This is an optimization exercise on Yosys and OpenROAD, whose aim is small area and a short achievable clock period, not a production implementation. No run shown here included a check of the RTL's function; only the layout flow was run. Power figures rest on the tool's default switching activity, not on a simulated workload.

<file path="design/flow/config.mk">
export PLATFORM = sky130hd
export DESIGN_NAME = fp16_mac
export DESIGN_NICKNAME = fp16_mac
export VERILOG_FILES = /design/flow/design.v
export SDC_FILE = /design/flow/constraint.sdc
export NUM_CORES = 4
export LEC_CHECK = 0
export CAP_MARGIN = 20
export CORE_MARGIN = 2
export CORE_UTILIZATION = 40
export CTS_CLUSTER_DIAMETER = 70
export CTS_CLUSTER_SIZE = 40
export SETUP_SLACK_MARGIN = 2.8
export SLEW_MARGIN = 20
</file>
<file path="design/flow/constraint.sdc">
create_clock -name core_clock -period 6.0 [get_ports {clk}]
set_input_delay 1.2000 -clock core_clock [delete_from_list [all_inputs] [get_ports {clk}]]
set_output_delay 1.2000 -clock core_clock [all_outputs]
set_load 0.01 [all_outputs]
</file>
<file path="design/flow/design.v">
`timescale 1ns/1ps
module fp16_pipe #(
    parameter int W  = 1,
    parameter bit EN = 1'b1
) (
    input  logic         clk,
    input  logic [W-1:0] d,
    output logic [W-1:0] q
);
    if (EN) begin : g_reg
        always_ff @(posedge clk) q <= d;
    end else begin : g_wire
        assign q = d;
    end
endmodule
module fp16_vpipe #(
    parameter bit EN = 1'b1
) (
    input  logic clk,
    input  logic rst,
    input  logic d,
    output logic q
);
    if (EN) begin : g_reg
        always_ff @(posedge clk)
            if (rst) q <= 1'b0;
            else     q <= d;
    end else begin : g_wire
        assign q = d & ~rst;
    end
endmodule
module fp16_unpack (
    input  logic [15:0] w_i,
    output logic [10:0] sig_o,
    output logic [4:0]  exp_o
);
    logic n;
    always_comb begin
        n     = w_i[14:10] != 5'd0;
        sig_o = {n, w_i[9:0]};
        exp_o = n ? w_i[14:10] : {4'd0, w_i[9:0] != 10'd0};
    end
endmodule
`timescale 1ns/1ps
module fp16_mul_a (
    input  logic [10:0] a_i,
    input  logic [10:0] b_i,
    output logic [57:0] cs_o
);
    logic pp0_0;
    assign pp0_0 = a_i[0] & b_i[0];
    logic pp0_1;
    assign pp0_1 = a_i[0] & b_i[1];
    logic pp0_2;
    assign pp0_2 = a_i[0] & b_i[2];
    logic pp0_3;
    assign pp0_3 = a_i[0] & b_i[3];
    logic pp0_4;
    assign pp0_4 = a_i[0] & b_i[4];
    logic pp0_5;
    assign pp0_5 = a_i[0] & b_i[5];
    logic pp0_6;
    assign pp0_6 = a_i[0] & b_i[6];
    logic pp0_7;
    assign pp0_7 = a_i[0] & b_i[7];
    logic pp0_8;
    assign pp0_8 = a_i[0] & b_i[8];
    logic pp0_9;
    assign pp0_9 = a_i[0] & b_i[9];
    logic pp0_10;
    assign pp0_10 = a_i[0] & b_i[10];
    logic pp1_0;
    assign pp1_0 = a_i[1] & b_i[0];
    logic pp1_1;
    assign pp1_1 = a_i[1] & b_i[1];
    logic pp1_2;
    assign pp1_2 = a_i[1] & b_i[2];
    logic pp1_3;
    assign pp1_3 = a_i[1] & b_i[3];
    logic pp1_4;
    assign pp1_4 = a_i[1] & b_i[4];
    logic pp1_5;
    assign pp1_5 = a_i[1] & b_i[5];
    logic pp1_6;
    assign pp1_6 = a_i[1] & b_i[6];
    logic pp1_7;
    assign pp1_7 = a_i[1] & b_i[7];
    logic pp1_8;
    assign pp1_8 = a_i[1] & b_i[8];
    logic pp1_9;
    assign pp1_9 = a_i[1] & b_i[9];
    logic pp1_10;
    assign pp1_10 = a_i[1] & b_i[10];
    logic pp2_0;
    assign pp2_0 = a_i[2] & b_i[0];
    logic pp2_1;
    assign pp2_1 = a_i[2] & b_i[1];
    logic pp2_2;
    assign pp2_2 = a_i[2] & b_i[2];
    logic pp2_3;
    assign pp2_3 = a_i[2] & b_i[3];
    logic pp2_4;
    assign pp2_4 = a_i[2] & b_i[4];
    logic pp2_5;
    assign pp2_5 = a_i[2] & b_i[5];
    logic pp2_6;
    assign pp2_6 = a_i[2] & b_i[6];
    logic pp2_7;
    assign pp2_7 = a_i[2] & b_i[7];
    logic pp2_8;
    assign pp2_8 = a_i[2] & b_i[8];
    logic pp2_9;
    assign pp2_9 = a_i[2] & b_i[9];
    logic pp2_10;
    assign pp2_10 = a_i[2] & b_i[10];
    logic pp3_0;
    assign pp3_0 = a_i[3] & b_i[0];
    logic pp3_1;
    assign pp3_1 = a_i[3] & b_i[1];
    logic pp3_2;
    assign pp3_2 = a_i[3] & b_i[2];
    logic pp3_3;
    assign pp3_3 = a_i[3] & b_i[3];
    logic pp3_4;
    assign pp3_4 = a_i[3] & b_i[4];
    logic pp3_5;
    assign pp3_5 = a_i[3] & b_i[5];
    logic pp3_6;
    assign pp3_6 = a_i[3] & b_i[6];
    logic pp3_7;
    assign pp3_7 = a_i[3] & b_i[7];
    logic pp3_8;
    assign pp3_8 = a_i[3] & b_i[8];
    logic pp3_9;
    assign pp3_9 = a_i[3] & b_i[9];
    logic pp3_10;
    assign pp3_10 = a_i[3] & b_i[10];
    logic pp4_0;
    assign pp4_0 = a_i[4] & b_i[0];
    logic pp4_1;
    assign pp4_1 = a_i[4] & b_i[1];
    logic pp4_2;
    assign pp4_2 = a_i[4] & b_i[2];
    logic pp4_3;
    assign pp4_3 = a_i[4] & b_i[3];
    logic pp4_4;
    assign pp4_4 = a_i[4] & b_i[4];
    logic pp4_5;
    assign pp4_5 = a_i[4] & b_i[5];
    logic pp4_6;
    assign pp4_6 = a_i[4] & b_i[6];
    logic pp4_7;
    assign pp4_7 = a_i[4] & b_i[7];
    logic pp4_8;
    assign pp4_8 = a_i[4] & b_i[8];
    logic pp4_9;
    assign pp4_9 = a_i[4] & b_i[9];
    logic pp4_10;
    assign pp4_10 = a_i[4] & b_i[10];
    logic pp5_0;
    assign pp5_0 = a_i[5] & b_i[0];
    logic pp5_1;
    assign pp5_1 = a_i[5] & b_i[1];
    logic pp5_2;
    assign pp5_2 = a_i[5] & b_i[2];
    logic pp5_3;
    assign pp5_3 = a_i[5] & b_i[3];
    logic pp5_4;
    assign pp5_4 = a_i[5] & b_i[4];
    logic pp5_5;
    assign pp5_5 = a_i[5] & b_i[5];
    logic pp5_6;
    assign pp5_6 = a_i[5] & b_i[6];
    logic pp5_7;
    assign pp5_7 = a_i[5] & b_i[7];
    logic pp5_8;
    assign pp5_8 = a_i[5] & b_i[8];
    logic pp5_9;
    assign pp5_9 = a_i[5] & b_i[9];
    logic pp5_10;
    assign pp5_10 = a_i[5] & b_i[10];
    logic pp6_0;
    assign pp6_0 = a_i[6] & b_i[0];
    logic pp6_1;
    assign pp6_1 = a_i[6] & b_i[1];
    logic pp6_2;
    assign pp6_2 = a_i[6] & b_i[2];
    logic pp6_3;
    assign pp6_3 = a_i[6] & b_i[3];
    logic pp6_4;
    assign pp6_4 = a_i[6] & b_i[4];
    logic pp6_5;
    assign pp6_5 = a_i[6] & b_i[5];
    logic pp6_6;
    assign pp6_6 = a_i[6] & b_i[6];
    logic pp6_7;
    assign pp6_7 = a_i[6] & b_i[7];
    logic pp6_8;
    assign pp6_8 = a_i[6] & b_i[8];
    logic pp6_9;
    assign pp6_9 = a_i[6] & b_i[9];
    logic pp6_10;
    assign pp6_10 = a_i[6] & b_i[10];
    logic pp7_0;
    assign pp7_0 = a_i[7] & b_i[0];
    logic pp7_1;
    assign pp7_1 = a_i[7] & b_i[1];
    logic pp7_2;
    assign pp7_2 = a_i[7] & b_i[2];
    logic pp7_3;
    assign pp7_3 = a_i[7] & b_i[3];
    logic pp7_4;
    assign pp7_4 = a_i[7] & b_i[4];
    logic pp7_5;
    assign pp7_5 = a_i[7] & b_i[5];
    logic pp7_6;
    assign pp7_6 = a_i[7] & b_i[6];
    logic pp7_7;
    assign pp7_7 = a_i[7] & b_i[7];
    logic pp7_8;
    assign pp7_8 = a_i[7] & b_i[8];
    logic pp7_9;
    assign pp7_9 = a_i[7] & b_i[9];
    logic pp7_10;
    assign pp7_10 = a_i[7] & b_i[10];
    logic pp8_0;
    assign pp8_0 = a_i[8] & b_i[0];
    logic pp8_1;
    assign pp8_1 = a_i[8] & b_i[1];
    logic pp8_2;
    assign pp8_2 = a_i[8] & b_i[2];
    logic pp8_3;
    assign pp8_3 = a_i[8] & b_i[3];
    logic pp8_4;
    assign pp8_4 = a_i[8] & b_i[4];
    logic pp8_5;
    assign pp8_5 = a_i[8] & b_i[5];
    logic pp8_6;
    assign pp8_6 = a_i[8] & b_i[6];
    logic pp8_7;
    assign pp8_7 = a_i[8] & b_i[7];
    logic pp8_8;
    assign pp8_8 = a_i[8] & b_i[8];
    logic pp8_9;
    assign pp8_9 = a_i[8] & b_i[9];
    logic pp8_10;
    assign pp8_10 = a_i[8] & b_i[10];
    logic pp9_0;
    assign pp9_0 = a_i[9] & b_i[0];
    logic pp9_1;
    assign pp9_1 = a_i[9] & b_i[1];
    logic pp9_2;
    assign pp9_2 = a_i[9] & b_i[2];
    logic pp9_3;
    assign pp9_3 = a_i[9] & b_i[3];
    logic pp9_4;
    assign pp9_4 = a_i[9] & b_i[4];
    logic pp9_5;
    assign pp9_5 = a_i[9] & b_i[5];
    logic pp9_6;
    assign pp9_6 = a_i[9] & b_i[6];
    logic pp9_7;
    assign pp9_7 = a_i[9] & b_i[7];
    logic pp9_8;
    assign pp9_8 = a_i[9] & b_i[8];
    logic pp9_9;
    assign pp9_9 = a_i[9] & b_i[9];
    logic pp9_10;
    assign pp9_10 = a_i[9] & b_i[10];
    logic pp10_0;
    assign pp10_0 = a_i[10] & b_i[0];
    logic pp10_1;
    assign pp10_1 = a_i[10] & b_i[1];
    logic pp10_2;
    assign pp10_2 = a_i[10] & b_i[2];
    logic pp10_3;
    assign pp10_3 = a_i[10] & b_i[3];
    logic pp10_4;
    assign pp10_4 = a_i[10] & b_i[4];
    logic pp10_5;
    assign pp10_5 = a_i[10] & b_i[5];
    logic pp10_6;
    assign pp10_6 = a_i[10] & b_i[6];
    logic pp10_7;
    assign pp10_7 = a_i[10] & b_i[7];
    logic pp10_8;
    assign pp10_8 = a_i[10] & b_i[8];
    logic pp10_9;
    assign pp10_9 = a_i[10] & b_i[9];
    logic pp10_10;
    assign pp10_10 = a_i[10] & b_i[10];
    logic w1;
    logic w2;
    logic w3;
    logic w4;
    logic w5;
    logic w6;
    logic w7;
    logic w8;
    logic w9;
    logic w10;
    logic w11;
    logic w12;
    assign w1 = pp0_9 ^ pp1_8;
    assign w2 = pp0_9 & pp1_8;
    assign w3 = pp1_9 ^ pp2_8 ^ pp3_7;
    assign w4 = (pp1_9 & pp2_8) | (pp1_9 & pp3_7) | (pp2_8 & pp3_7);
    assign w5 = pp4_6 ^ pp5_5;
    assign w6 = pp4_6 & pp5_5;
    assign w7 = pp2_9 ^ pp3_8 ^ pp4_7;
    assign w8 = (pp2_9 & pp3_8) | (pp2_9 & pp4_7) | (pp3_8 & pp4_7);
    assign w9 = pp5_6 ^ pp6_5;
    assign w10 = pp5_6 & pp6_5;
    assign w11 = pp3_9 ^ pp4_8 ^ pp5_7;
    assign w12 = (pp3_9 & pp4_8) | (pp3_9 & pp5_7) | (pp4_8 & pp5_7);
    logic w13;
    logic w14;
    logic w15;
    logic w16;
    logic w17;
    logic w18;
    logic w19;
    logic w20;
    logic w21;
    logic w22;
    logic w23;
    logic w24;
    logic w25;
    logic w26;
    logic w27;
    logic w28;
    logic w29;
    logic w30;
    logic w31;
    logic w32;
    logic w33;
    logic w34;
    logic w35;
    logic w36;
    logic w37;
    logic w38;
    logic w39;
    logic w40;
    logic w41;
    logic w42;
    logic w43;
    logic w44;
    logic w45;
    logic w46;
    logic w47;
    logic w48;
    logic w49;
    logic w50;
    logic w51;
    logic w52;
    logic w53;
    logic w54;
    logic w55;
    logic w56;
    logic w57;
    logic w58;
    logic w59;
    logic w60;
    assign w13 = pp0_6 ^ pp1_5;
    assign w14 = pp0_6 & pp1_5;
    assign w15 = pp0_7 ^ pp1_6 ^ pp2_5;
    assign w16 = (pp0_7 & pp1_6) | (pp0_7 & pp2_5) | (pp1_6 & pp2_5);
    assign w17 = pp3_4 ^ pp4_3;
    assign w18 = pp3_4 & pp4_3;
    assign w19 = pp0_8 ^ pp1_7 ^ pp2_6;
    assign w20 = (pp0_8 & pp1_7) | (pp0_8 & pp2_6) | (pp1_7 & pp2_6);
    assign w21 = pp3_5 ^ pp4_4 ^ pp5_3;
    assign w22 = (pp3_5 & pp4_4) | (pp3_5 & pp5_3) | (pp4_4 & pp5_3);
    assign w23 = pp6_2 ^ pp7_1;
    assign w24 = pp6_2 & pp7_1;
    assign w25 = pp2_7 ^ pp3_6 ^ pp4_5;
    assign w26 = (pp2_7 & pp3_6) | (pp2_7 & pp4_5) | (pp3_6 & pp4_5);
    assign w27 = pp5_4 ^ pp6_3 ^ pp7_2;
    assign w28 = (pp5_4 & pp6_3) | (pp5_4 & pp7_2) | (pp6_3 & pp7_2);
    assign w29 = pp8_1 ^ pp9_0 ^ w1;
    assign w30 = (pp8_1 & pp9_0) | (pp8_1 & w1) | (pp9_0 & w1);
    assign w31 = pp6_4 ^ pp7_3 ^ pp8_2;
    assign w32 = (pp6_4 & pp7_3) | (pp6_4 & pp8_2) | (pp7_3 & pp8_2);
    assign w33 = pp9_1 ^ w2 ^ pp0_10;
    assign w34 = (pp9_1 & w2) | (pp9_1 & pp0_10) | (w2 & pp0_10);
    assign w35 = pp10_0 ^ w5 ^ w3;
    assign w36 = (pp10_0 & w5) | (pp10_0 & w3) | (w5 & w3);
    assign w37 = pp7_4 ^ pp8_3 ^ pp9_2;
    assign w38 = (pp7_4 & pp8_3) | (pp7_4 & pp9_2) | (pp8_3 & pp9_2);
    assign w39 = w6 ^ pp1_10 ^ pp10_1;
    assign w40 = (w6 & pp1_10) | (w6 & pp10_1) | (pp1_10 & pp10_1);
    assign w41 = w9 ^ w4 ^ w7;
    assign w42 = (w9 & w4) | (w9 & w7) | (w4 & w7);
    assign w43 = pp6_6 ^ pp7_5 ^ pp8_4;
    assign w44 = (pp6_6 & pp7_5) | (pp6_6 & pp8_4) | (pp7_5 & pp8_4);
    assign w45 = pp9_3 ^ w10 ^ pp2_10;
    assign w46 = (pp9_3 & w10) | (pp9_3 & pp2_10) | (w10 & pp2_10);
    assign w47 = pp10_2 ^ w8 ^ w11;
    assign w48 = (pp10_2 & w8) | (pp10_2 & w11) | (w8 & w11);
    assign w49 = pp4_9 ^ pp5_8 ^ pp6_7;
    assign w50 = (pp4_9 & pp5_8) | (pp4_9 & pp6_7) | (pp5_8 & pp6_7);
    assign w51 = pp7_6 ^ pp8_5 ^ pp9_4;
    assign w52 = (pp7_6 & pp8_5) | (pp7_6 & pp9_4) | (pp8_5 & pp9_4);
    assign w53 = pp3_10 ^ pp10_3 ^ w12;
    assign w54 = (pp3_10 & pp10_3) | (pp3_10 & w12) | (pp10_3 & w12);
    assign w55 = pp5_9 ^ pp6_8 ^ pp7_7;
    assign w56 = (pp5_9 & pp6_8) | (pp5_9 & pp7_7) | (pp6_8 & pp7_7);
    assign w57 = pp8_6 ^ pp9_5 ^ pp4_10;
    assign w58 = (pp8_6 & pp9_5) | (pp8_6 & pp4_10) | (pp9_5 & pp4_10);
    assign w59 = pp6_9 ^ pp7_8 ^ pp8_7;
    assign w60 = (pp6_9 & pp7_8) | (pp6_9 & pp8_7) | (pp7_8 & pp8_7);
    logic w61;
    logic w62;
    logic w63;
    logic w64;
    logic w65;
    logic w66;
    logic w67;
    logic w68;
    logic w69;
    logic w70;
    logic w71;
    logic w72;
    logic w73;
    logic w74;
    logic w75;
    logic w76;
    logic w77;
    logic w78;
    logic w79;
    logic w80;
    logic w81;
    logic w82;
    logic w83;
    logic w84;
    logic w85;
    logic w86;
    logic w87;
    logic w88;
    logic w89;
    logic w90;
    logic w91;
    logic w92;
    logic w93;
    logic w94;
    logic w95;
    logic w96;
    logic w97;
    logic w98;
    logic w99;
    logic w100;
    logic w101;
    logic w102;
    logic w103;
    logic w104;
    logic w105;
    logic w106;
    logic w107;
    logic w108;
    logic w109;
    logic w110;
    logic w111;
    logic w112;
    assign w61 = pp0_4 ^ pp1_3;
    assign w62 = pp0_4 & pp1_3;
    assign w63 = pp0_5 ^ pp1_4 ^ pp2_3;
    assign w64 = (pp0_5 & pp1_4) | (pp0_5 & pp2_3) | (pp1_4 & pp2_3);
    assign w65 = pp3_2 ^ pp4_1;
    assign w66 = pp3_2 & pp4_1;
    assign w67 = pp2_4 ^ pp3_3 ^ pp4_2;
    assign w68 = (pp2_4 & pp3_3) | (pp2_4 & pp4_2) | (pp3_3 & pp4_2);
    assign w69 = pp5_1 ^ pp6_0 ^ w13;
    assign w70 = (pp5_1 & pp6_0) | (pp5_1 & w13) | (pp6_0 & w13);
    assign w71 = pp5_2 ^ pp6_1 ^ pp7_0;
    assign w72 = (pp5_2 & pp6_1) | (pp5_2 & pp7_0) | (pp6_1 & pp7_0);
    assign w73 = w14 ^ w17 ^ w15;
    assign w74 = (w14 & w17) | (w14 & w15) | (w17 & w15);
    assign w75 = pp8_0 ^ w18 ^ w23;
    assign w76 = (pp8_0 & w18) | (pp8_0 & w23) | (w18 & w23);
    assign w77 = w16 ^ w19 ^ w21;
    assign w78 = (w16 & w19) | (w16 & w21) | (w19 & w21);
    assign w79 = w24 ^ w20 ^ w22;
    assign w80 = (w24 & w20) | (w24 & w22) | (w20 & w22);
    assign w81 = w25 ^ w27 ^ w29;
    assign w82 = (w25 & w27) | (w25 & w29) | (w27 & w29);
    assign w83 = w26 ^ w28 ^ w31;
    assign w84 = (w26 & w28) | (w26 & w31) | (w28 & w31);
    assign w85 = w30 ^ w33 ^ w35;
    assign w86 = (w30 & w33) | (w30 & w35) | (w33 & w35);
    assign w87 = w32 ^ w37 ^ w34;
    assign w88 = (w32 & w37) | (w32 & w34) | (w37 & w34);
    assign w89 = w39 ^ w36 ^ w41;
    assign w90 = (w39 & w36) | (w39 & w41) | (w36 & w41);
    assign w91 = w38 ^ w43 ^ w40;
    assign w92 = (w38 & w43) | (w38 & w40) | (w43 & w40);
    assign w93 = w45 ^ w42 ^ w47;
    assign w94 = (w45 & w42) | (w45 & w47) | (w42 & w47);
    assign w95 = w44 ^ w49 ^ w51;
    assign w96 = (w44 & w49) | (w44 & w51) | (w49 & w51);
    assign w97 = w46 ^ w53 ^ w48;
    assign w98 = (w46 & w53) | (w46 & w48) | (w53 & w48);
    assign w99 = pp10_4 ^ w50 ^ w52;
    assign w100 = (pp10_4 & w50) | (pp10_4 & w52) | (w50 & w52);
    assign w101 = w55 ^ w57 ^ w54;
    assign w102 = (w55 & w57) | (w55 & w54) | (w57 & w54);
    assign w103 = pp9_6 ^ pp5_10 ^ pp10_5;
    assign w104 = (pp9_6 & pp5_10) | (pp9_6 & pp10_5) | (pp5_10 & pp10_5);
    assign w105 = w56 ^ w59 ^ w58;
    assign w106 = (w56 & w59) | (w56 & w58) | (w59 & w58);
    assign w107 = pp7_9 ^ pp8_8 ^ pp9_7;
    assign w108 = (pp7_9 & pp8_8) | (pp7_9 & pp9_7) | (pp8_8 & pp9_7);
    assign w109 = pp6_10 ^ pp10_6 ^ w60;
    assign w110 = (pp6_10 & pp10_6) | (pp6_10 & w60) | (pp10_6 & w60);
    assign w111 = pp8_9 ^ pp9_8 ^ pp7_10;
    assign w112 = (pp8_9 & pp9_8) | (pp8_9 & pp7_10) | (pp9_8 & pp7_10);
    logic w113;
    logic w114;
    logic w115;
    logic w116;
    logic w117;
    logic w118;
    logic w119;
    logic w120;
    logic w121;
    logic w122;
    logic w123;
    logic w124;
    logic w125;
    logic w126;
    logic w127;
    logic w128;
    logic w129;
    logic w130;
    logic w131;
    logic w132;
    logic w133;
    logic w134;
    logic w135;
    logic w136;
    logic w137;
    logic w138;
    logic w139;
    logic w140;
    logic w141;
    logic w142;
    logic w143;
    logic w144;
    assign w113 = pp0_3 ^ pp1_2;
    assign w114 = pp0_3 & pp1_2;
    assign w115 = pp2_2 ^ pp3_1 ^ pp4_0;
    assign w116 = (pp2_2 & pp3_1) | (pp2_2 & pp4_0) | (pp3_1 & pp4_0);
    assign w117 = pp5_0 ^ w62 ^ w65;
    assign w118 = (pp5_0 & w62) | (pp5_0 & w65) | (w62 & w65);
    assign w119 = w66 ^ w64 ^ w67;
    assign w120 = (w66 & w64) | (w66 & w67) | (w64 & w67);
    assign w121 = w68 ^ w71 ^ w70;
    assign w122 = (w68 & w71) | (w68 & w70) | (w71 & w70);
    assign w123 = w72 ^ w75 ^ w74;
    assign w124 = (w72 & w75) | (w72 & w74) | (w75 & w74);
    assign w125 = w76 ^ w79 ^ w78;
    assign w126 = (w76 & w79) | (w76 & w78) | (w79 & w78);
    assign w127 = w80 ^ w83 ^ w82;
    assign w128 = (w80 & w83) | (w80 & w82) | (w83 & w82);
    assign w129 = w84 ^ w87 ^ w86;
    assign w130 = (w84 & w87) | (w84 & w86) | (w87 & w86);
    assign w131 = w88 ^ w91 ^ w90;
    assign w132 = (w88 & w91) | (w88 & w90) | (w91 & w90);
    assign w133 = w95 ^ w92 ^ w97;
    assign w134 = (w95 & w92) | (w95 & w97) | (w92 & w97);
    assign w135 = w99 ^ w96 ^ w101;
    assign w136 = (w99 & w96) | (w99 & w101) | (w96 & w101);
    assign w137 = w103 ^ w100 ^ w105;
    assign w138 = (w103 & w100) | (w103 & w105) | (w100 & w105);
    assign w139 = w107 ^ w104 ^ w109;
    assign w140 = (w107 & w104) | (w107 & w109) | (w104 & w109);
    assign w141 = pp10_7 ^ w108 ^ w111;
    assign w142 = (pp10_7 & w108) | (pp10_7 & w111) | (w108 & w111);
    assign w143 = pp9_9 ^ pp8_10 ^ pp10_8;
    assign w144 = (pp9_9 & pp8_10) | (pp9_9 & pp10_8) | (pp8_10 & pp10_8);
    assign cs_o = {pp10_10, w144, pp10_9, pp9_10, w143, w142, w112, w141, w140, w110, w139, w138, w106, w137, w136, w102, w135, w134, w98, w133, w132, w94, w131, w130, w93, w129, w128, w89, w127, w126, w85, w125, w124, w81, w123, w122, w77, w121, w120, w73, w119, w118, w69, w117, w116, w63, w115, w114, w61, w113, pp3_0, pp2_1, pp2_0, pp1_1, pp0_2, pp1_0, pp0_1, pp0_0};
endmodule
module fp16_mul_b (
    input  logic [57:0] cs_i,
    output logic [21:0] row0_o,
    output logic [21:0] row1_o
);
    logic pp0_0;
    assign pp0_0 = cs_i[0];
    logic pp0_1;
    assign pp0_1 = cs_i[1];
    logic pp1_0;
    assign pp1_0 = cs_i[2];
    logic pp0_2;
    assign pp0_2 = cs_i[3];
    logic pp1_1;
    assign pp1_1 = cs_i[4];
    logic pp2_0;
    assign pp2_0 = cs_i[5];
    logic pp2_1;
    assign pp2_1 = cs_i[6];
    logic pp3_0;
    assign pp3_0 = cs_i[7];
    logic w113;
    assign w113 = cs_i[8];
    logic w61;
    assign w61 = cs_i[9];
    logic w114;
    assign w114 = cs_i[10];
    logic w115;
    assign w115 = cs_i[11];
    logic w63;
    assign w63 = cs_i[12];
    logic w116;
    assign w116 = cs_i[13];
    logic w117;
    assign w117 = cs_i[14];
    logic w69;
    assign w69 = cs_i[15];
    logic w118;
    assign w118 = cs_i[16];
    logic w119;
    assign w119 = cs_i[17];
    logic w73;
    assign w73 = cs_i[18];
    logic w120;
    assign w120 = cs_i[19];
    logic w121;
    assign w121 = cs_i[20];
    logic w77;
    assign w77 = cs_i[21];
    logic w122;
    assign w122 = cs_i[22];
    logic w123;
    assign w123 = cs_i[23];
    logic w81;
    assign w81 = cs_i[24];
    logic w124;
    assign w124 = cs_i[25];
    logic w125;
    assign w125 = cs_i[26];
    logic w85;
    assign w85 = cs_i[27];
    logic w126;
    assign w126 = cs_i[28];
    logic w127;
    assign w127 = cs_i[29];
    logic w89;
    assign w89 = cs_i[30];
    logic w128;
    assign w128 = cs_i[31];
    logic w129;
    assign w129 = cs_i[32];
    logic w93;
    assign w93 = cs_i[33];
    logic w130;
    assign w130 = cs_i[34];
    logic w131;
    assign w131 = cs_i[35];
    logic w94;
    assign w94 = cs_i[36];
    logic w132;
    assign w132 = cs_i[37];
    logic w133;
    assign w133 = cs_i[38];
    logic w98;
    assign w98 = cs_i[39];
    logic w134;
    assign w134 = cs_i[40];
    logic w135;
    assign w135 = cs_i[41];
    logic w102;
    assign w102 = cs_i[42];
    logic w136;
    assign w136 = cs_i[43];
    logic w137;
    assign w137 = cs_i[44];
    logic w106;
    assign w106 = cs_i[45];
    logic w138;
    assign w138 = cs_i[46];
    logic w139;
    assign w139 = cs_i[47];
    logic w110;
    assign w110 = cs_i[48];
    logic w140;
    assign w140 = cs_i[49];
    logic w141;
    assign w141 = cs_i[50];
    logic w112;
    assign w112 = cs_i[51];
    logic w142;
    assign w142 = cs_i[52];
    logic w143;
    assign w143 = cs_i[53];
    logic pp9_10;
    assign pp9_10 = cs_i[54];
    logic pp10_9;
    assign pp10_9 = cs_i[55];
    logic w144;
    assign w144 = cs_i[56];
    logic pp10_10;
    assign pp10_10 = cs_i[57];
    logic w145;
    logic w146;
    logic w147;
    logic w148;
    logic w149;
    logic w150;
    logic w151;
    logic w152;
    logic w153;
    logic w154;
    logic w155;
    logic w156;
    logic w157;
    logic w158;
    logic w159;
    logic w160;
    logic w161;
    logic w162;
    logic w163;
    logic w164;
    logic w165;
    logic w166;
    logic w167;
    logic w168;
    logic w169;
    logic w170;
    logic w171;
    logic w172;
    logic w173;
    logic w174;
    logic w175;
    logic w176;
    logic w177;
    logic w178;
    logic w179;
    logic w180;
    assign w145 = pp0_2 ^ pp1_1;
    assign w146 = pp0_2 & pp1_1;
    assign w147 = pp2_1 ^ pp3_0 ^ w113;
    assign w148 = (pp2_1 & pp3_0) | (pp2_1 & w113) | (pp3_0 & w113);
    assign w149 = w114 ^ w61 ^ w115;
    assign w150 = (w114 & w61) | (w114 & w115) | (w61 & w115);
    assign w151 = w116 ^ w63 ^ w117;
    assign w152 = (w116 & w63) | (w116 & w117) | (w63 & w117);
    assign w153 = w118 ^ w69 ^ w119;
    assign w154 = (w118 & w69) | (w118 & w119) | (w69 & w119);
    assign w155 = w120 ^ w73 ^ w121;
    assign w156 = (w120 & w73) | (w120 & w121) | (w73 & w121);
    assign w157 = w77 ^ w122 ^ w123;
    assign w158 = (w77 & w122) | (w77 & w123) | (w122 & w123);
    assign w159 = w81 ^ w124 ^ w125;
    assign w160 = (w81 & w124) | (w81 & w125) | (w124 & w125);
    assign w161 = w126 ^ w85 ^ w127;
    assign w162 = (w126 & w85) | (w126 & w127) | (w85 & w127);
    assign w163 = w89 ^ w128 ^ w129;
    assign w164 = (w89 & w128) | (w89 & w129) | (w128 & w129);
    assign w165 = w93 ^ w130 ^ w131;
    assign w166 = (w93 & w130) | (w93 & w131) | (w130 & w131);
    assign w167 = w94 ^ w132 ^ w133;
    assign w168 = (w94 & w132) | (w94 & w133) | (w132 & w133);
    assign w169 = w98 ^ w134 ^ w135;
    assign w170 = (w98 & w134) | (w98 & w135) | (w134 & w135);
    assign w171 = w102 ^ w137 ^ w136;
    assign w172 = (w102 & w137) | (w102 & w136) | (w137 & w136);
    assign w173 = w106 ^ w139 ^ w138;
    assign w174 = (w106 & w139) | (w106 & w138) | (w139 & w138);
    assign w175 = w110 ^ w141 ^ w140;
    assign w176 = (w110 & w141) | (w110 & w140) | (w141 & w140);
    assign w177 = w112 ^ w143 ^ w142;
    assign w178 = (w112 & w143) | (w112 & w142) | (w143 & w142);
    assign w179 = pp9_10 ^ pp10_9 ^ w144;
    assign w180 = (pp9_10 & pp10_9) | (pp9_10 & w144) | (pp10_9 & w144);
    assign row0_o = {1'b0, pp10_10, w179, w177, w175, w173, w171, w169, w167, w165, w163, w161, w159, w157, w155, w153, w151, w149, w147, pp2_0, pp0_1, pp0_0};
    assign row1_o = {1'b0, w180, w178, w176, w174, w172, w170, w168, w166, w164, w162, w160, w158, w156, w154, w152, w150, w148, w146, w145, pp1_0, 1'b0};
endmodule
module fp16_mul_cpa (
    input  logic [21:0] row0_i,
    input  logic [21:0] row1_i,
    output logic [21:0] prod_o
);
    assign prod_o = row0_i + row1_i;
endmodule
`timescale 1ns/1ps
module fp16_expo1 (
    input  logic [4:0]  k_exp_i,
    input  logic [4:0]  x_exp_i,
    input  logic [15:0] b_i,
    output logic [10:0] b_sig_o,
    output logic [4:0]  b_exp_o,
    output logic [5:0]  es_o         
);
    logic b_n;
    always_comb begin
        b_n     = b_i[14:10] != 5'd0;
        b_exp_o = b_n ? b_i[14:10] : 5'd1;
        b_sig_o = {b_n, b_i[9:0]};
        es_o    = {1'b0, k_exp_i} + {1'b0, x_exp_i};
    end
endmodule
module fp16_expo2 (
    input  logic [4:0] b_exp_i,
    input  logic [5:0] es_i,
    input  logic       p_sign_i,
    input  logic       b_sign_i,
    output logic       p_wins_o,
    output logic [4:0] shift_o,      
    output logic       drop_o,       
    output logic       edge_o,       
    output logic [5:0] exp_o,        
    output logic       sign_o,
    output logic       sub_o
);
    logic [5:0] t, pe;
    logic [6:0] d, nd;      
    always_comb begin
        t        = {1'b0, b_exp_i} + 6'd15;
        d        = {1'b0, es_i} - {1'b0, t};
        nd       = {1'b0, t} - {1'b0, es_i};
        pe       = es_i - 6'd15;           
        p_wins_o = nd[6];
        if (p_wins_o) begin
            shift_o = d[4:0];
            drop_o  = d[5:0] > 6'd21;
            edge_o  = d[5:0] == 6'd21;    
            exp_o   = pe;
            sign_o  = p_sign_i;
        end else begin
            shift_o = nd[4:0];
            drop_o  = nd[5:0] > 6'd22;
            edge_o  = nd[5:0] == 6'd22;   
            exp_o   = {1'b0, b_exp_i};
            sign_o  = b_sign_i;
        end
        sub_o = p_sign_i ^ b_sign_i;
    end
endmodule
module fp16_align (
    input  logic [21:0] prod_i,
    input  logic [10:0] b_sig_i,
    input  logic        p_wins_i,
    input  logic [4:0]  shift_i,
    input  logic        drop_i,
    input  logic        edge_i,
    input  logic        sub_i,
    output logic [21:0] hi_o,
    output logic [32:0] lo_o
);
    logic        p_top, drop;
    logic [21:0] p, bb, lo_in;
    logic [32:0] lo;
    always_comb begin
        p_top = prod_i[21];
        p     = {prod_i[21:1], prod_i[0] & ~p_top};
        bb    = {1'b0, b_sig_i, 10'd0};
        drop  = drop_i | (edge_i & (p_top ~^ p_wins_i));
        hi_o  = p_wins_i ? p : bb;
        lo_in = p_wins_i ? bb : p;
        lo    = drop ? 33'd0 : {lo_in, 11'd0} >> shift_i;
        lo_o  = sub_i ? ~lo : lo;
    end
endmodule
module fp16_cadd #(
    parameter int W = 34
) (
    input  logic [W-1:0] a_i,
    input  logic [W-1:0] b_i,
    output logic [W:0]   s0_o,      
    output logic [W:0]   s1_o       
);
    localparam int L = $clog2(W);
    logic [W-1:0] g [L+1];
    logic [W-1:0] p [L+1];
    logic [W-1:0] hp;
    assign g[0]  = a_i & b_i;
    assign p[0]  = a_i | b_i;
    assign hp    = a_i ^ b_i;
    for (genvar l = 0; l < L; l++) begin : g_lvl
        for (genvar i = 0; i < W; i++) begin : g_bit
            if ((i >> l) & 1) begin : g_op
                localparam int J = ((i >> l) << l) - 1;
                assign g[l+1][i] = g[l][i] | (p[l][i] & g[l][J]);
                assign p[l+1][i] = p[l][i] & p[l][J];
            end else begin : g_pass
                assign g[l+1][i] = g[l][i];
                assign p[l+1][i] = p[l][i];
            end
        end
    end
    logic [W:0] c0, c1;
    assign c0 = {g[L], 1'b0};
    assign c1 = {g[L] | p[L], 1'b1};
    assign s0_o = {c0[W], hp ^ c0[W-1:0]};
    assign s1_o = {c1[W], hp ^ c1[W-1:0]};
endmodule
module fp16_add (
    input  logic [21:0] hi_i,
    input  logic [32:0] lo_i,
    input  logic        sub_i,
    output logic [33:0] mag_o,
    output logic        neg_o
);
    logic [34:0] t0, t1;
    fp16_cadd #(34) cadd_i (
        .a_i({1'b0, hi_i, 11'd0}), .b_i({sub_i, lo_i}), .s0_o(t0), .s1_o(t1)
    );
    always_comb begin
        neg_o = sub_i & ~t0[34];
        if (!sub_i)
            mag_o = t0[33:0];
        else if (t0[34])
            mag_o = t1[33:0];
        else
            mag_o = ~t0[33:0];
    end
endmodule
`timescale 1ns/1ps
module fp16_lzc (
    input  logic [33:0] v_i,
    output logic [5:0]  n_o
);
    logic [63:0] z [7];
    logic [5:0]  c [7][64];
    always_comb begin
        for (int i = 0; i < 64; i++) begin
            z[0][i] = (i < 34) ? ~v_i[33 - i] : 1'b1;
            c[0][i] = '0;
        end
        for (int l = 1; l <= 6; l++) begin
            for (int i = 0; i < 64; i++) begin
                z[l][i] = 1'b0;
                c[l][i] = '0;
            end
            for (int i = 0; i < (64 >> l); i++) begin
                z[l][i] = z[l-1][2*i] & z[l-1][2*i+1];
                if (z[l-1][2*i])
                    c[l][i] = c[l-1][2*i+1] | 6'(1 << (l - 1));
                else
                    c[l][i] = c[l-1][2*i];
            end
        end
        n_o = c[6][0];
    end
endmodule
module fp16_mark (
    input  logic [5:0] exp_i,
    output logic [3:0] hi_o,
    output logic [7:0] lo_o
);
    logic [5:0] j;
    always_comb begin
        j    = 6'd32 - exp_i;
        hi_o = (exp_i <= 6'd32) ? 4'(4'd1 << j[4:3]) : 4'd0;
        lo_o = 8'(8'd1 << j[2:0]);
    end
endmodule
module fp16_normalize (
    input  logic [33:0] mag_i,
    input  logic [3:0]  mark_hi_i,
    input  logic [7:0]  mark_lo_i,
    output logic [14:0] top_o,      
    output logic [5:0]  shift_o     
);
    logic [33:0] m, n;
    fp16_lzc lzc_i (.v_i(m), .n_o(shift_o));
    always_comb begin
        for (int i = 0; i < 34; i++)
            m[i] = mag_i[i] | (i < 32 && mark_hi_i[i / 8] && mark_lo_i[i % 8]);
        n     = mag_i << {shift_o[5:2], 2'b00};
        top_o = n[33:19];
    end
endmodule
module fp16_fine (
    input  logic [14:0] top_i,
    input  logic [1:0]  shift_i,
    output logic [10:0] sig_o,
    output logic        rnd_o
);
    logic [14:0] n;
    always_comb begin
        n     = top_i << shift_i;
        sig_o = n[14:4];
        rnd_o = n[3];
    end
endmodule
module fp16_round (
    input  logic        sign_i,
    input  logic [10:0] sig_i,
    input  logic        rnd_i,
    input  logic [5:0]  e2_i,
    input  logic [5:0]  shift_i,
    output logic [15:0] result_o
);
    logic        inc;
    logic [5:0]  e0, e1, e;
    logic [9:0]  frac;
    logic        sat, zero;
    always_comb begin
        inc  = rnd_i & (&sig_i[9:0]);           
        e0   = e2_i - shift_i;
        e1   = e2_i - shift_i + 6'd1;
        e    = sig_i[10] ? (inc ? e1 : e0) : {5'd0, inc};
        frac = sig_i[9:0] + 10'(rnd_i);
        sat  = e > 6'd30;
        zero = ~sig_i[10] & (sig_i[9:0] == 10'd0) & ~rnd_i;
        if (sat)
            result_o = {sign_i, 15'h7BFF};
        else if (zero)
            result_o = 16'd0;
        else
            result_o = {sign_i, e[4:0], frac};
    end
endmodule
`timescale 1ns/1ps
module fp16_mac (
    input  logic                        clk,
    input  logic                        rst,
    input  logic                        in_valid_i,
    input  logic [2-1:0]           tag_i,
    input  logic [16-1:0]          k_i,
    input  logic [16-1:0]          x_i,
    input  logic [16-1:0]          b_i,
    output logic                        out_valid_o,
    output logic [2-1:0]           tag_o,
    output logic [16-1:0]          result_o
);
    localparam int CSW = 58;       
    logic [10:0] u_k_sig, u_x_sig;
    logic [4:0]  u_k_exp, u_x_exp;
    logic [CSW-1:0] m_cs, c1_cs;
    logic [10:0] e_b_sig, c1_b_sig;
    logic [4:0]  e_b_exp, c1_b_exp;
    logic [5:0]  e_es, c1_es;
    logic        c1_p_sign, c1_b_sign;
    logic [1:0]  c1_tag;
    logic        c1_valid;
    fp16_unpack unpack_k (.w_i(k_i), .sig_o(u_k_sig), .exp_o(u_k_exp));
    fp16_unpack unpack_x (.w_i(x_i), .sig_o(u_x_sig), .exp_o(u_x_exp));
    fp16_mul_a mul_a_i (.a_i(u_k_sig), .b_i(u_x_sig), .cs_o(m_cs));
    fp16_expo1 expo1_i (
        .k_exp_i(u_k_exp), .x_exp_i(u_x_exp), .b_i(b_i),
        .b_sig_o(e_b_sig), .b_exp_o(e_b_exp), .es_o(e_es)
    );
    fp16_vpipe #(1'b1) c1_v (.clk, .rst, .d(in_valid_i), .q(c1_valid));
    fp16_pipe #(CSW + 26, 1'b1) c1 (.clk,
        .d({m_cs, e_b_sig, e_b_exp, e_es, k_i[15] ^ x_i[15], b_i[15], tag_i}),
        .q({c1_cs, c1_b_sig, c1_b_exp, c1_es, c1_p_sign, c1_b_sign, c1_tag}));
    logic [21:0] m_row0, m_row1, m_prod, c2_prod;
    logic        x_p_wins, x_drop, x_edge, x_sign, x_sub;
    logic [4:0]  x_shift;
    logic [5:0]  x_exp;
    logic [10:0] c2_b_sig;
    logic        c2_p_wins, c2_drop, c2_edge, c2_sign, c2_sub;
    logic [4:0]  c2_shift;
    logic [5:0]  c2_exp;
    logic [1:0]  c2_tag;
    logic        c2_valid;
    fp16_mul_b mul_b_i (.cs_i(c1_cs), .row0_o(m_row0), .row1_o(m_row1));
    fp16_mul_cpa mul_cpa_i (.row0_i(m_row0), .row1_i(m_row1), .prod_o(m_prod));
    fp16_expo2 expo2_i (
        .b_exp_i(c1_b_exp), .es_i(c1_es), .p_sign_i(c1_p_sign), .b_sign_i(c1_b_sign),
        .p_wins_o(x_p_wins), .shift_o(x_shift), .drop_o(x_drop), .edge_o(x_edge),
        .exp_o(x_exp), .sign_o(x_sign), .sub_o(x_sub)
    );
    fp16_vpipe #(1'b1) c2_v (.clk, .rst, .d(c1_valid), .q(c2_valid));
    fp16_pipe #(51, 1'b1) c2 (.clk,
        .d({m_prod, c1_b_sig, x_p_wins, x_shift, x_drop, x_edge, x_exp, x_sign, x_sub, c1_tag}),
        .q({c2_prod, c2_b_sig, c2_p_wins, c2_shift, c2_drop, c2_edge, c2_exp, c2_sign, c2_sub, c2_tag}));
    logic [21:0] a_hi, c3_hi;
    logic [32:0] a_lo, c3_lo;
    logic [5:0]  c3_exp;
    logic        c3_sign, c3_sub;
    logic [1:0]  c3_tag;
    logic        c3_valid;
    fp16_align align_i (
        .prod_i(c2_prod), .b_sig_i(c2_b_sig), .p_wins_i(c2_p_wins), .shift_i(c2_shift),
        .drop_i(c2_drop), .edge_i(c2_edge), .sub_i(c2_sub), .hi_o(a_hi), .lo_o(a_lo)
    );
    fp16_vpipe #(1'b1) c3_v (.clk, .rst, .d(c2_valid), .q(c3_valid));
    fp16_pipe #(65, 1'b1) c3 (.clk,
        .d({a_hi, a_lo, c2_exp, c2_sign, c2_sub, c2_tag}),
        .q({c3_hi, c3_lo, c3_exp, c3_sign, c3_sub, c3_tag}));
    logic [33:0] d_mag, c4_mag;
    logic        d_neg;
    logic [5:0]  c4_e2;
    logic [3:0]  k_mark_hi, c4_mark_hi;
    logic [7:0]  k_mark_lo, c4_mark_lo;
    logic        c4_sign;
    logic [1:0]  c4_tag;
    logic        c4_valid;
    fp16_add add_i (.hi_i(c3_hi), .lo_i(c3_lo), .sub_i(c3_sub), .mag_o(d_mag), .neg_o(d_neg));
    fp16_vpipe #(1'b1) c4_v (.clk, .rst, .d(c3_valid), .q(c4_valid));
    fp16_mark mark_i (.exp_i(c3_exp), .hi_o(k_mark_hi), .lo_o(k_mark_lo));
    fp16_pipe #(55, 1'b1) c4 (.clk,
        .d({d_mag, c3_exp + 6'd2, k_mark_hi, k_mark_lo, c3_sign ^ d_neg, c3_tag}),
        .q({c4_mag, c4_e2, c4_mark_hi, c4_mark_lo, c4_sign, c4_tag}));
    logic [14:0] n_top, c5_top;
    logic        c5_sign;
    logic [5:0]  n_shift, c5_shift, c5_e2;
    logic [1:0]  c5_tag;
    logic        c5_valid;
    fp16_normalize normalize_i (.mag_i(c4_mag), .mark_hi_i(c4_mark_hi), .mark_lo_i(c4_mark_lo), .top_o(n_top), .shift_o(n_shift));
    fp16_vpipe #(1'b1) c5_v (.clk, .rst, .d(c4_valid), .q(c5_valid));
    fp16_pipe #(30, 1'b1) c5 (.clk,
        .d({n_top, n_shift, c4_e2, c4_sign, c4_tag}),
        .q({c5_top, c5_shift, c5_e2, c5_sign, c5_tag}));
    logic [15:0] r_result;
    logic [10:0] f_sig;
    logic        f_rnd;
    fp16_fine fine_i (.top_i(c5_top), .shift_i(c5_shift[1:0]), .sig_o(f_sig), .rnd_o(f_rnd));
    fp16_round round_i (.sign_i(c5_sign), .sig_i(f_sig), .rnd_i(f_rnd), .e2_i(c5_e2), .shift_i(c5_shift), .result_o(r_result));
    always_ff @(posedge clk) begin
        if (rst) begin
            out_valid_o <= 1'b0;
            tag_o       <= '0;
            result_o    <= '0;
        end else begin
            out_valid_o <= c5_valid;
            if (c5_valid) begin
                tag_o    <= c5_tag;
                result_o <= r_result;
            end
        end
    end
endmodule
</file>
<file path="design/flow/run.sh">
#!/bin/bash
# synth_recipe.tcl (not shown) runs the flow's synth.tcl, then flattens the netlist and writes it again
# the make line also repeats each setting of config.mk as NAME=value (left out here)
make -C /OpenROAD-flow-scripts/flow DESIGN_CONFIG=/design/flow/config.mk WORK_HOME=/design/flow/orfs CLKGATE_MAP_FILE= SYNTH_SCRIPT=/design/flow/synth_recipe.tcl finish
</file>
==> results of run 1 <==
==> flip-flops by register name, summed over array words and instances, names as in the netlist <==
signal and cells:
c2.q 51, result_o 16, c4.q 55, c3.q 65
c1_v.q 1, tag_o 2, out_valid_o 1, c1.q 84
c5_v.q 1, c5.q 30, c4_v.q 1, c3_v.q 1
c2_v.q 1
==> power by group through the flow <==
| stage | logic (mW) | registers, mW | clock network, mW |
|---|---|---|---|
| 2_1_floorplan | 4.33 | 3.14 | 0 |
| 5_1_grt | 6.52 | 3.59 | 1.84 |
| 6_report | 5.88 | 3.51 | 1.72 |
| 3_5_place_dp | 5.36 | 3.56 | 0 |
| 4_1_cts | 5.56 | 3.50 | 1.77 |
| 3_3_place_gp | 5.29 | 3.55 | 0 |
==> through the flow <==
| stage | cells | setup WS [ns] | total power [mW] | cell area, sq um |
|---|---|---|---|---|
| final | 2568 | 2.917 | 11.11 | 20550 |
| after global routing | 2568 | 2.724 | 11.95 | 20550 |
| after CTS | 2548 | 2.800 | 10.83 | 20210 |
| after detailed placement | 2497 | 1.874 | 8.926 | 19190 |
| after global placement | 2497 | 1.964 | 8.838 | 19190 |
| after floorplan | 1925 | 2.629 | 7.469 | 18160 |
==> logic make-up after synthesis <==
family | synth area share [%]
and+or+nand+nor | 15.55
AOI/OAI and AO/OA | 14.55
DFF | 34.25
buffers and inverters | 5.992
adders and majority gates | 17.17
xor gates and xnor gates | 5.770
muxes | 6.719
==> cells in the mapped netlist (all sizes together), types with 5 or more instances <==
master   instances  share of area [%]
a2111oi          5               0.25
a211o            6               0.29
a211oi          25                1.1
a21o            21               0.87
a21oi           72                2.0
a221o           15               0.83
a221oi          12               0.69
a22oi            6               0.25
a31oi           19               0.69
and2           101                3.5
and3            14               0.48
and4             5               0.24
buf             22               0.73
clkbuf          75                1.6
dfxtp          309                 34
fa              88                9.8
ha             107                7.4
inv            174                3.6
mux2            28                1.7
mux2i           47                2.6
mux4            19                2.4
nand2          141                2.9
nand2b          16               0.55
nand3           37                1.0
nand4            9               0.31
nor2           120                2.5
nor2b           20               0.69
nor3            36                1.0
nor3b            6               0.25
nor4            17               0.62
o211ai          14               0.61
o21a            14               0.58
o21ai           87                2.4
o21bai          13               0.54
o221ai           6               0.29
o22ai           10               0.35
o311ai           6               0.29
o31ai            7               0.29
or2             11               0.38
or4              6               0.27
xnor2           65                3.2
xor2            54                2.6
==> path summary, 6_finish.rpt <==
check	startpoint	end	slack, ns	cells after the start
setup / recovery	k_i[10]	c1.q[61]	2.92	7
hold / removal	c2.q[0]	c3.q[0]	0.33	0
setup reg to reg	c5.q[3]	result_o[7]	2.92	10
hold reg to reg	c2.q[0]	c3.q[0]	0.33	0
==> timing repair <==
item,4_1_cts,5_1_grt
buffers inserted,10,20
hold buffers,0,0
endpoints found under the setup margin,60,72
gates resized for setup,52,70
pin swaps,9,18
==> final cells by class <==
cell class | instances | share of cell area (%)
Tap cell | 592 | 3.604
Clock inverter | 18 | 1.284
Multi-Input combinational cell | 1342 | 54.21
Timing Repair Buffer | 107 | 4.669
Clock buffer | 23 | 2.800
Inverter | 177 | 3.245
Sequential cell | 309 | 30.19
==> worst max-delay path, delay by kind of cell <==
family	cells	cell delay, ns
fa+ha+maj	3	1.34
simple gates	3	0.55
buf+inv	1	0.43
==> per-layer routing <==
metal | track usage (%) | vias up | part of all wire [%]
li1 | - | 6678 | -
met1 | 24.22 | 6558 | 43
met2 | 33.64 | 387 | 49
met3 | 2.260 | 109 | 4.5
met4 | 7.192 | 0 | 3.7
met5 | 0 | - | 0
==> run summary, run 1 <==
gpl congestion approximately 0.98; core area between 0.04 and 0.05 sq mm; global-route usage over all layers 19.20%; number of synthesized flops with an enable pin 0; initial antenna violation count 0; commonest non-fill, non-tap cell in the layout dfxtp_1; DRT iter0 DRCs 726; CTS tree yes; clk sink count roughly 310; Die Ht between 200 and 250 um; first-pass GRT wire length 72.87 mm; Tmin final 3.083 ns; Layout Utilization between 40% and 50%; post-route ant nets 0; CP max FO 5; P_sw roughly 4.9 mW; critical path class input port to flop; worst hold path class flop to flop; Area Overhead vs Synth 13.79%; FFs w/ async S/R, synth 0%; crit-path cells clkdlybuf4s50_1, nor3_2, nand2_2, and2_1, fa_1, fa_1, fa_1; PortBufs 71; crit start category input port; vias in the first global route around 14k; FP Rows 77; Starting Density 40.67%; area of the multi-input gates between 0.01 and 0.015 sq mm; register area slightly above 0.006 sq mm; total gr overflow 0; # diodes 0; Hold Slack between 0.3 and 0.4 ns; Net Count, Synth roughly 2.2k; Worst Skew roughly 0.023 ns; internal power about 6.2 mW; Sw Ratio 43.97%; Leak 8.729 nW; DRC 0; Max VDD drop ~0.36 mV; cell at the root of the clock tree clkbuf_16; most used cell, CP fa_1; f_max 324.3 MHz; Final nets approximately 2.2k; First-pass DRT Iterations 5; Logic pwr share a little over half; layout cell share with drive strength beyond 1 roughly an eighth; Avg Cell Area, Syn 9.383 sq um; fillers approximately 4.3k; Routed WL per cell 17.72 um; CTS Buf Count 23; pin count of the biggest net entering global routing between 40 and 50; Crit path arrival time 3.52 ns; via count roughly 14k; synth warn 24; Crit path largest cell delay around 0.53 ns; Seq/Total Area, Yosys 34.25%; Seq pwr share 31.6%; worst-case clock buffer depth 3; crit path capture type flop; pwr/cell area 540.3 mW/mm^2; CP max-delay cell fa_1; Mapped Area between 0.015 and 0.02 sq mm; CTS H-tree lvls 1; Slew Limit Fails 0; chip width about 220 um; Die ar. 0.04687 sq mm; flops & latches, synth ~300; total wire length about 46 mm; Slew @ Worst Pin between 0.9 and 1 ns; Clk pwr share between 10% and 20%; final hold vios 0; RSZ-0062 raised after global routing true; DP HPWL around 35 mm; Worst-path clk slew roughly 0.09 ns; Ports between 70 and 80; worst rel slew slack 37.32%; Distinct cells, synth 89; Final Setup Violations 0; max cap viols 0; ys flop type dfxtp_1; setup TNS 0 ns; Worst EP required between 6 and 7 ns; Vias/cell around 5.3; cells after synthesis roughly 1.9k; most frequent cells in the layout 298 x dfxtp_1, 168 x inv_1, 139 x nand2_1; Tcrit/Tclk final 51.39%; outcome complete, no violations; Clock Latency Late Sink 0.55 ns
==> run 2, diff against run 1 <==
--- a/design/flow/config.mk
+++ b/design/flow/config.mk
@@ -10,5 +10,5 @@
 export CORE_UTILIZATION = 40
 export CTS_CLUSTER_DIAMETER = 70
 export CTS_CLUSTER_SIZE = 40
-export SETUP_SLACK_MARGIN = 2.8
+export SETUP_SLACK_MARGIN = 3.0
 export SLEW_MARGIN = 20
==> run summary, run 2 <==
outcome complete, no violations; most frequent cells in the layout 288 x dfxtp_1, 164 x inv_1, 139 x nand2_1; r2r worst-path depth 13 (+3); vias in the first global route 13.85k (-1.5%); RSZ-0062 raised after global routing true; synth warn 24 (unchanged); Die ar. 0.04687 sq mm (unchanged); Final Setup Violations 0 (unchanged); Max VDD drop 0.2829 mV (-20%); Starting Density 40.67% (unchanged); Tmin final 3.051 ns (-0.03268 ns); DP HPWL 35.40 mm (+0.31%); Leak 8.940 nW (+2.4%); First-pass DRT Iterations 6 (+1); Crit path arrival time 3.52 ns (about the same); top cell type by total area after synthesis dfxtp_1; commonest non-fill, non-tap cell in the layout dfxtp_1; layout cell share with drive strength beyond 1 16.39% (+4.7 points); final hold vios 0 (unchanged); Die Ht 216.5 um (unchanged); first-pass GRT wire length 73.55 mm (+0.93%); initial antenna violation count 0 (unchanged); PortBufs 71 (unchanged); Hold Crit Start c2.q[0]; crit start category flop; DRC 0 (unchanged); CTS H-tree lvls 1 (unchanged); Synth area leaders dfxtp_1 34%, fa_1 9.8%, ha_1 7.4%; R2R Path End c4.q[53]; Clock Latency Late Sink 0.56 ns (about the same); Ports 72 (unchanged); total wire length 46.03 mm (+1.2%); placed insts 2497 (unchanged); ys flop type dfxtp_1; Net Count, Synth 2173 (unchanged); via count 13.76k (+0.21%); worst-case clock buffer depth 3 (unchanged); Seq/Total Area, Yosys 34.25% (unchanged); Hold Path Sink c3.q[0]; Vias/cell 5.283 (-1.2%); max reg flops 84 (unchanged); Final nets 2244 (+1.6%); FFs w/ async S/R, synth 0% (unchanged); Worst EP required 6.47 ns (+0.04 ns); Worst Skew 0.02170 ns (-0.001008 ns); total gr overflow 0 (unchanged); Mapped Area 0.01806 sq mm (unchanged); Top reg by flops c1.q; Tcrit/Tclk final 50.84% (-0.54 points); Avg Cell Area, Syn 9.383 sq um (unchanged); most frequent cell after synthesis dfxtp_1; Design Area, Final 0.02123 sq mm (+3.3%); setup TNS 0 ns (unchanged); cells after synthesis 1925 (unchanged); f_max 327.8 MHz (+1.1%); Slew Limit Fails 0 (unchanged); cell at the root of the clock tree clkbuf_16; CTS Hold Bufs 0 (unchanged); worst hold path class flop to flop; clk sink count 309 (unchanged); max cap viols 0 (unchanged); worst rel slew slack 32.53% (-4.8 points); pwr/cell area 551.5 mW/mm^2 (+2.1%); CTS Buf Count 23 (unchanged); crit path capture type flop; CP max FO 5 (unchanged); Distinct cells, synth 89 (unchanged); Layout Utilization 47.79% (+1.5 points); reg2reg start c3.q[48]; CTS tree yes; Hold Crit Depth 0 (unchanged); Yosys top cell area share 34.25% (unchanged); top post-synthesis cells by count 309 x dfxtp_1, 174 x inv_1, 141 x nand2_1, 119 x nor2_1, 107 x ha_1; core area 0.04441 sq mm (unchanged); Worst-path clk slew 0.10 ns (about the same); Finished Layout Cells 2605 (+1.4%); chip width 216.5 um (unchanged); area post-placement 0.01927 sq mm (+0.45%); FP Rows 77 (unchanged); Routed WL per cell 17.67 um (-0.29%); Worst R2R Setup Slack 2.95 ns (+0.03 ns); critical path class flop to flop; flops & latches, synth 309 (unchanged); Slew @ Worst Pin 1.003 ns (+0.06324 ns); DRT iter0 DRCs 702 (-3.3%); number of synthesized flops with an enable pin 0 (unchanged); gpl congestion 0.9919 (+1.3%); global-route usage over all layers 19.40% (+0.20 points); Area Overhead vs Synth 17.51%; # diodes 0 (unchanged); Regs by FF count c1.q: 84 flops, c3.q: 65 flops, c4.q: 55 flops; post-route ant nets 0 (unchanged); pin count of the biggest net entering global routing 36 (-14%)
==> run 2: metal layers <==
metal  up-vias  part of all wire (%)  track usage (%)
li1       6741                     -                -
met1      6646                    44            24.48
met2       279                    50            34.64
met3        95                   3.3            1.979
met4         0                   3.2            6.370
met5         -                     0                0
==> run 2: area by class of cell <==
class,instances,area [sq um]
inverters,177,670.6
flip-flops and latches,309,6225
well taps,592,740.7
fillers,4174,23190
clock buffers,24,589.3
repair buffers,142,1271
clock inverters,18,312.8
multi-input cells,1343,11420
==> run 2: what timing repair did <==
action / CTS / global route
cloned: 1 / 1
pin swaps: 24 / 44
hold endpoints to repair: 0 / 0
buffers inserted: 27 / 37
endpoints found under the setup margin: 110 / 67
resized for setup: 138 / 86
==> run 2: stage by stage <==
step                power [mW]  hold WS, ns  worst slack [ns]
floorplan                7.548       0.3096             2.629
global placement         8.906       0.3105             1.922
detailed placement       8.991       0.3121             1.888
CTS                      11.18       0.3202             2.846
global route             12.57       0.3208             2.818
finish                   11.71       0.3221             2.949
==> run 2: logic make-up (layout without fill, tap and decap cells) <==
family                   after synthesis  count (layout)  share of synthesized area (%)
flip-flops                           309             309                          34.25
XOR/XNOR                             119             119                          5.770
AND/OR/NAND/NOR                      553             554                          15.55
multiplexers                          94              94                          6.719
adder cells (fa/ha/maj)              195             195                          17.17
buffers and inverters                274             361                          5.992
AO/OA/AOI/OAI                        381             381                          14.55
==> run 2: power by group <==
group | switching [mW] | total (mW) | leakage (nW) | internal, mW
Combinational | 3.41 | 6.42 | 5.92 | 3.01
Sequential | 0.755 | 3.53 | 2.59 | 2.78
Clock | 0.932 | 1.75 | 0.428 | 0.818
Total | 5.10 | 11.7 | 8.94 | 6.61
==> run 2: how the worst max path moves through the flow <==
stage / startpoint / to / cells past startpoint
detailed placement: k_i[5] / c1.q[64] / 8
floorplan: x_i[8] / c1.q[64] / 8
global route: c3.q[26] / c4.q[53] / 13
CTS: c3.q[50] / c4.q[53] / 13
global placement: k_i[5] / c1.q[64] / 8
finish: c3.q[48] / c4.q[53] / 13
==> run 2: worst max-delay path, stage by stage (launching register included) <==
cell and delay (ns):
dfxtp_4 0.38, inv_1 0.05, ha_2 0.21, or4_4 0.53, nor4_4 0.26, o311ai_4 0.17
o21ai_2 0.14, buf_6 0.14, a21oi_4 0.06, o21ai_2 0.16, inv_1 0.07, fa_1 0.52
nor3_1 0.05, a221oi_1 0.22
==> run 3, diff against run 2 <==
--- a/design/flow/design.v
+++ b/design/flow/design.v
@@ -861,39 +861,6 @@
         lo_o  = sub_i ? ~lo : lo;
     end
 endmodule
-module fp16_cadd #(
-    parameter int W = 34
-) (
-    input  logic [W-1:0] a_i,
-    input  logic [W-1:0] b_i,
-    output logic [W:0]   s0_o,      
-    output logic [W:0]   s1_o       
-);
-    localparam int L = $clog2(W);
-    logic [W-1:0] g [L+1];
-    logic [W-1:0] p [L+1];
-    logic [W-1:0] hp;
-    assign g[0]  = a_i & b_i;
-    assign p[0]  = a_i | b_i;
-    assign hp    = a_i ^ b_i;
-    for (genvar l = 0; l < L; l++) begin : g_lvl
-        for (genvar i = 0; i < W; i++) begin : g_bit
-            if ((i >> l) & 1) begin : g_op
-                localparam int J = ((i >> l) << l) - 1;
-                assign g[l+1][i] = g[l][i] | (p[l][i] & g[l][J]);
-                assign p[l+1][i] = p[l][i] & p[l][J];
-            end else begin : g_pass
-                assign g[l+1][i] = g[l][i];
-                assign p[l+1][i] = p[l][i];
-            end
-        end
-    end
-    logic [W:0] c0, c1;
-    assign c0 = {g[L], 1'b0};
-    assign c1 = {g[L] | p[L], 1'b1};
-    assign s0_o = {c0[W], hp ^ c0[W-1:0]};
-    assign s1_o = {c1[W], hp ^ c1[W-1:0]};
-endmodule
 module fp16_add (
     input  logic [21:0] hi_i,
     input  logic [32:0] lo_i,
@@ -902,10 +869,9 @@
     output logic        neg_o
 );
     logic [34:0] t0, t1;
-    fp16_cadd #(34) cadd_i (
-        .a_i({1'b0, hi_i, 11'd0}), .b_i({sub_i, lo_i}), .s0_o(t0), .s1_o(t1)
-    );
     always_comb begin
+        t0    = {1'b0, hi_i, 11'd0} + {1'b0, sub_i, lo_i};
+        t1    = {1'b0, hi_i, 11'd0} + {1'b0, sub_i, lo_i} + 35'd1;
         neg_o = sub_i & ~t0[34];
         if (!sub_i)
             mag_o = t0[33:0];
--- a/design/flow/config.mk
+++ b/design/flow/config.mk
@@ -10,5 +10,5 @@
 export CORE_UTILIZATION = 40
 export CTS_CLUSTER_DIAMETER = 70
 export CTS_CLUSTER_SIZE = 40
-export SETUP_SLACK_MARGIN = 3.0
+export SETUP_SLACK_MARGIN = 2.8
 export SLEW_MARGIN = 20
==> run summary, run 3 <==
Top reg by flops c1.q; worst hold path class flop to flop; most frequent cells in the layout 298 x dfxtp_1, 153 x nand2_1, 117 x inv_1; area of the multi-input gates 0.01113 sq mm (-2.5%); pin count of the biggest net entering global routing 40 (+11%); # diodes 0 (unchanged); f_max 300.7 MHz (-8.3%); Tmin final 3.326 ns (+0.2753 ns); Clk pwr share 14.5% (-0.4 points); Final Setup Violations 0 (unchanged); P_sw 5.233 mW (+2.6%); critical path class flop to flop; area post-placement 0.01878 sq mm (-2.6%); Starting Density 40.65% (about the same); Pwr Total 11.95 mW (+2.1%); Design Area, Final 0.02062 sq mm (-2.9%); crit path capture type flop; max reg flops 84 (unchanged); DRC 0 (unchanged); CTS Hold Bufs 0 (unchanged); vias in the first global route 13.88k (+0.19%); total wire length 44.14 mm (-4.1%); Slew @ Worst Pin 0.9185 ns (-0.08493 ns); cell at the root of the clock tree clkbuf_16; RSZ-0062 raised after global routing true; fin worst setup slack 2.674 ns (-0.2753 ns); Avg Cell Area, Syn 9.419 sq um (+0.39%); outcome complete, no violations; global-route usage over all layers 19.72% (+0.32 points); internal power 6.720 mW (+1.7%); clk sink count 309 (unchanged); Vias/cell 5.294 (+0.21%); DP HPWL 34.21 mm (-3.4%); layout cell share with drive strength beyond 1 14.70% (-1.7 points); most frequent cell after synthesis dfxtp_1; pwr/cell area 579.8 mW/mm^2 (+5.1%); core area 0.04317 sq mm (-2.8%); total gr overflow 0 (unchanged); Seq pwr share 29.1% (-1.1 points); Leak 8.552 nW (-4.3%); Hold Slack 0.3315 ns (+0.009401 ns); crit start category flop; chip width 213.5 um (-1.4%); DRT iter0 DRCs 720 (+2.6%); synth warn 21 (-13%); Worst Skew 0.03918 ns (+0.01748 ns); number of synthesized flops with an enable pin 0 (unchanged); top cell type by total area after synthesis dfxtp_1; Final nets 2156 (-3.9%); Tcrit/Tclk final 55.43% (+4.6 points); CP max FO 4 (-1); Ports 72 (unchanged); Worst EP required 6.50 ns (+0.03 ns); top post-synthesis cells by count 309 x dfxtp_1, 157 x nand2_1, 119 x inv_1, 117 x nor2_1, 102 x and2_1; worst-case clock buffer depth 3 (unchanged); flops & latches, synth 309 (unchanged); Mapped Area 0.01755 sq mm (-2.8%); Distinct cells, synth 88 (-1.1%); Die Ht 213.5 um (-1.4%); worst rel slew slack 38.76% (+6.2 points); fillers 4089 (-2.0%); setup slack at placement 1.892 ns (+0.004110 ns); FP Rows 76 (-1.3%); first-pass GRT wire length 72.13 mm (-1.9%); Sw Ratio 43.78% (+0.22 points); final hold vios 0 (unchanged); Net Count, Synth 2084 (-4.1%); Die ar. 0.04556 sq mm (-2.8%); ys flop type dfxtp_1; First-pass DRT Iterations 5 (-1); cells after synthesis 1863 (-3.2%); Area Overhead vs Synth 17.49% (about the same); CTS H-tree lvls 1 (unchanged); FFs w/ async S/R, synth 0% (unchanged); PortBufs 71 (unchanged); Routed WL per cell 17.40 um (-1.5%); commonest non-fill, non-tap cell in the layout dfxtp_1; Yosys top cell area share 35.25% (+1.0 points); register area 0.006207 sq mm (-0.28%); CTS tree yes; Worst-path clk slew 0.09 ns (about the same); Seq/Total Area, Yosys 35.25% (+1.0 points); via count 13.43k (-2.4%); max cap viols 0 (unchanged); post-route ant nets 0 (unchanged); Synth area leaders dfxtp_1 35%, fa_1 9.8%, ha_1 5.8%; Regs by FF count c1.q: 84 flops, c3.q: 65 flops, c4.q: 55 flops; setup TNS 0 ns (unchanged); Max VDD drop 0.2549 mV (-9.9%); gpl congestion 0.8957 (-9.7%); initial antenna violation count 0 (unchanged); Logic pwr share 56.4% (+1.5 points); CTS Buf Count 23 (unchanged); Clock Latency Late Sink 0.57 ns (about the same); Slew Limit Fails 0 (unchanged); Crit path arrival time 3.82 ns (+0.30 ns)
## run 3: timing repair
action,CTS,global route
gates resized for setup,92,60
gates cloned,1,2
endpoints found under the setup margin,48,46
setup buffers,43,12
pin swaps,39,21
## run 3: area by class of cell
cell class                      instances  area share (%)
Tap cell                              585           3.550
Clock buffer                           23           2.792
Sequential cell                       309           30.11
Inverter                              123           2.239
Timing Repair Buffer                  132           5.771
Multi-Input combinational cell       1346           53.99
Clock inverter                         19           1.554
## run 3: cells by family (layout without fill, tap and decap cells)
family	after synthesis	count (layout)	share of synthesized area, %
buf+inv	211	297	4.635
compound gates	381	382	14.51
simple gates	577	579	16.74
xor+xnor	132	132	6.588
fa+ha+maj	168	168	15.66
flops	309	309	35.25
mux	85	85	6.617
## run 3: worst max-delay path, cell delays in order, from the launching register on
cell	delay [ns]
dfxtp_2	0.34
ha_4	0.16
fa_2	0.41
a211oi_4	0.28
o21ai_2	0.13
a2111oi_4	0.42
o21ai_1	0.15
a21oi_2	0.18
o211ai_1	0.12
or4_4	0.52
buf_6	0.14
or3_1	0.33
nand3_1	0.08
## run 3: final timing paths
| path | start | endpoint | slack (ns) | cells past startpoint |
|---|---|---|---|---|
| worst max register to register | c3.q[43] | c4.q[50] | 2.67 | 12 |
| worst max-delay path | c3.q[43] | c4.q[50] | 2.67 | 12 |
| worst min register to register | c2.q[5] | c3.q[5] | 0.33 | 0 |
| worst min-delay path | c2.q[5] | c3.q[5] | 0.33 | 0 |
## run 3: power groups by stage
stage / combinational, mW / sequential [mW] / clock, mW
floorplan: 4.63 / 3.13 / 0
global placement: 5.71 / 3.49 / 0
detailed placement: 5.79 / 3.50 / 0
CTS: 6.37 / 3.47 / 1.80
global route: 7.43 / 3.56 / 1.89
finish: 6.74 / 3.48 / 1.73
## run 3: metal layers
metal / global-route usage [%] / share of wire [%] / vias up
li1: - / - / 6615
met1: 24.12 / 42 / 6486
met2: 35.71 / 51 / 249
met3: 1.977 / 2.9 / 80
met4: 7.615 / 3.4 / 0
met5: 0 / 0 / -
## run 3: per-stage QoR
stage / std cells / util, %
after floorplan: 1863 / -
after global placement: 2437 / 43.50
after detailed placement: 2437 / 43.50
after CTS: 2523 / 47.03
after global routing: 2537 / 47.76
final: 2537 / 47.76

## port drivers added, routing unchanged
The flow's constraints put no driver on any port. The routed layouts listed below were extracted and timed again, unchanged, in two steps. Step 1: set_driving_cell puts a clkbuf_16 on clk and a buf_2 on each other input, an assumption about the parent block. Step 2 also shifts input and output timing later by t, the mid clock arrival at the registers, as if the neighbouring blocks saw the same clock. a / b / c = ideal ports / drivers / drivers and shift; a / b = the first two.
run | t (ns) | setup WS [ns] | worst setup path after step 2 | worst register clock-pin slew, ns
run 1 | 0.597 | 2.917 / 2.923 / 2.353 | input to register | 0.09 / 0.09
run 2 | 0.613 | 2.949 / 2.949 / 2.438 | input to register | 0.10 / 0.10
run 3 | 0.603 | 2.674 / 2.674 / 2.289 | input to register | 0.10 / 0.10
After both steps setup and hold are still met in every run listed. For run 1, which loses most, drivers alone change the setup slack by +0.006 ns; drivers and shift together by -0.564 ns.
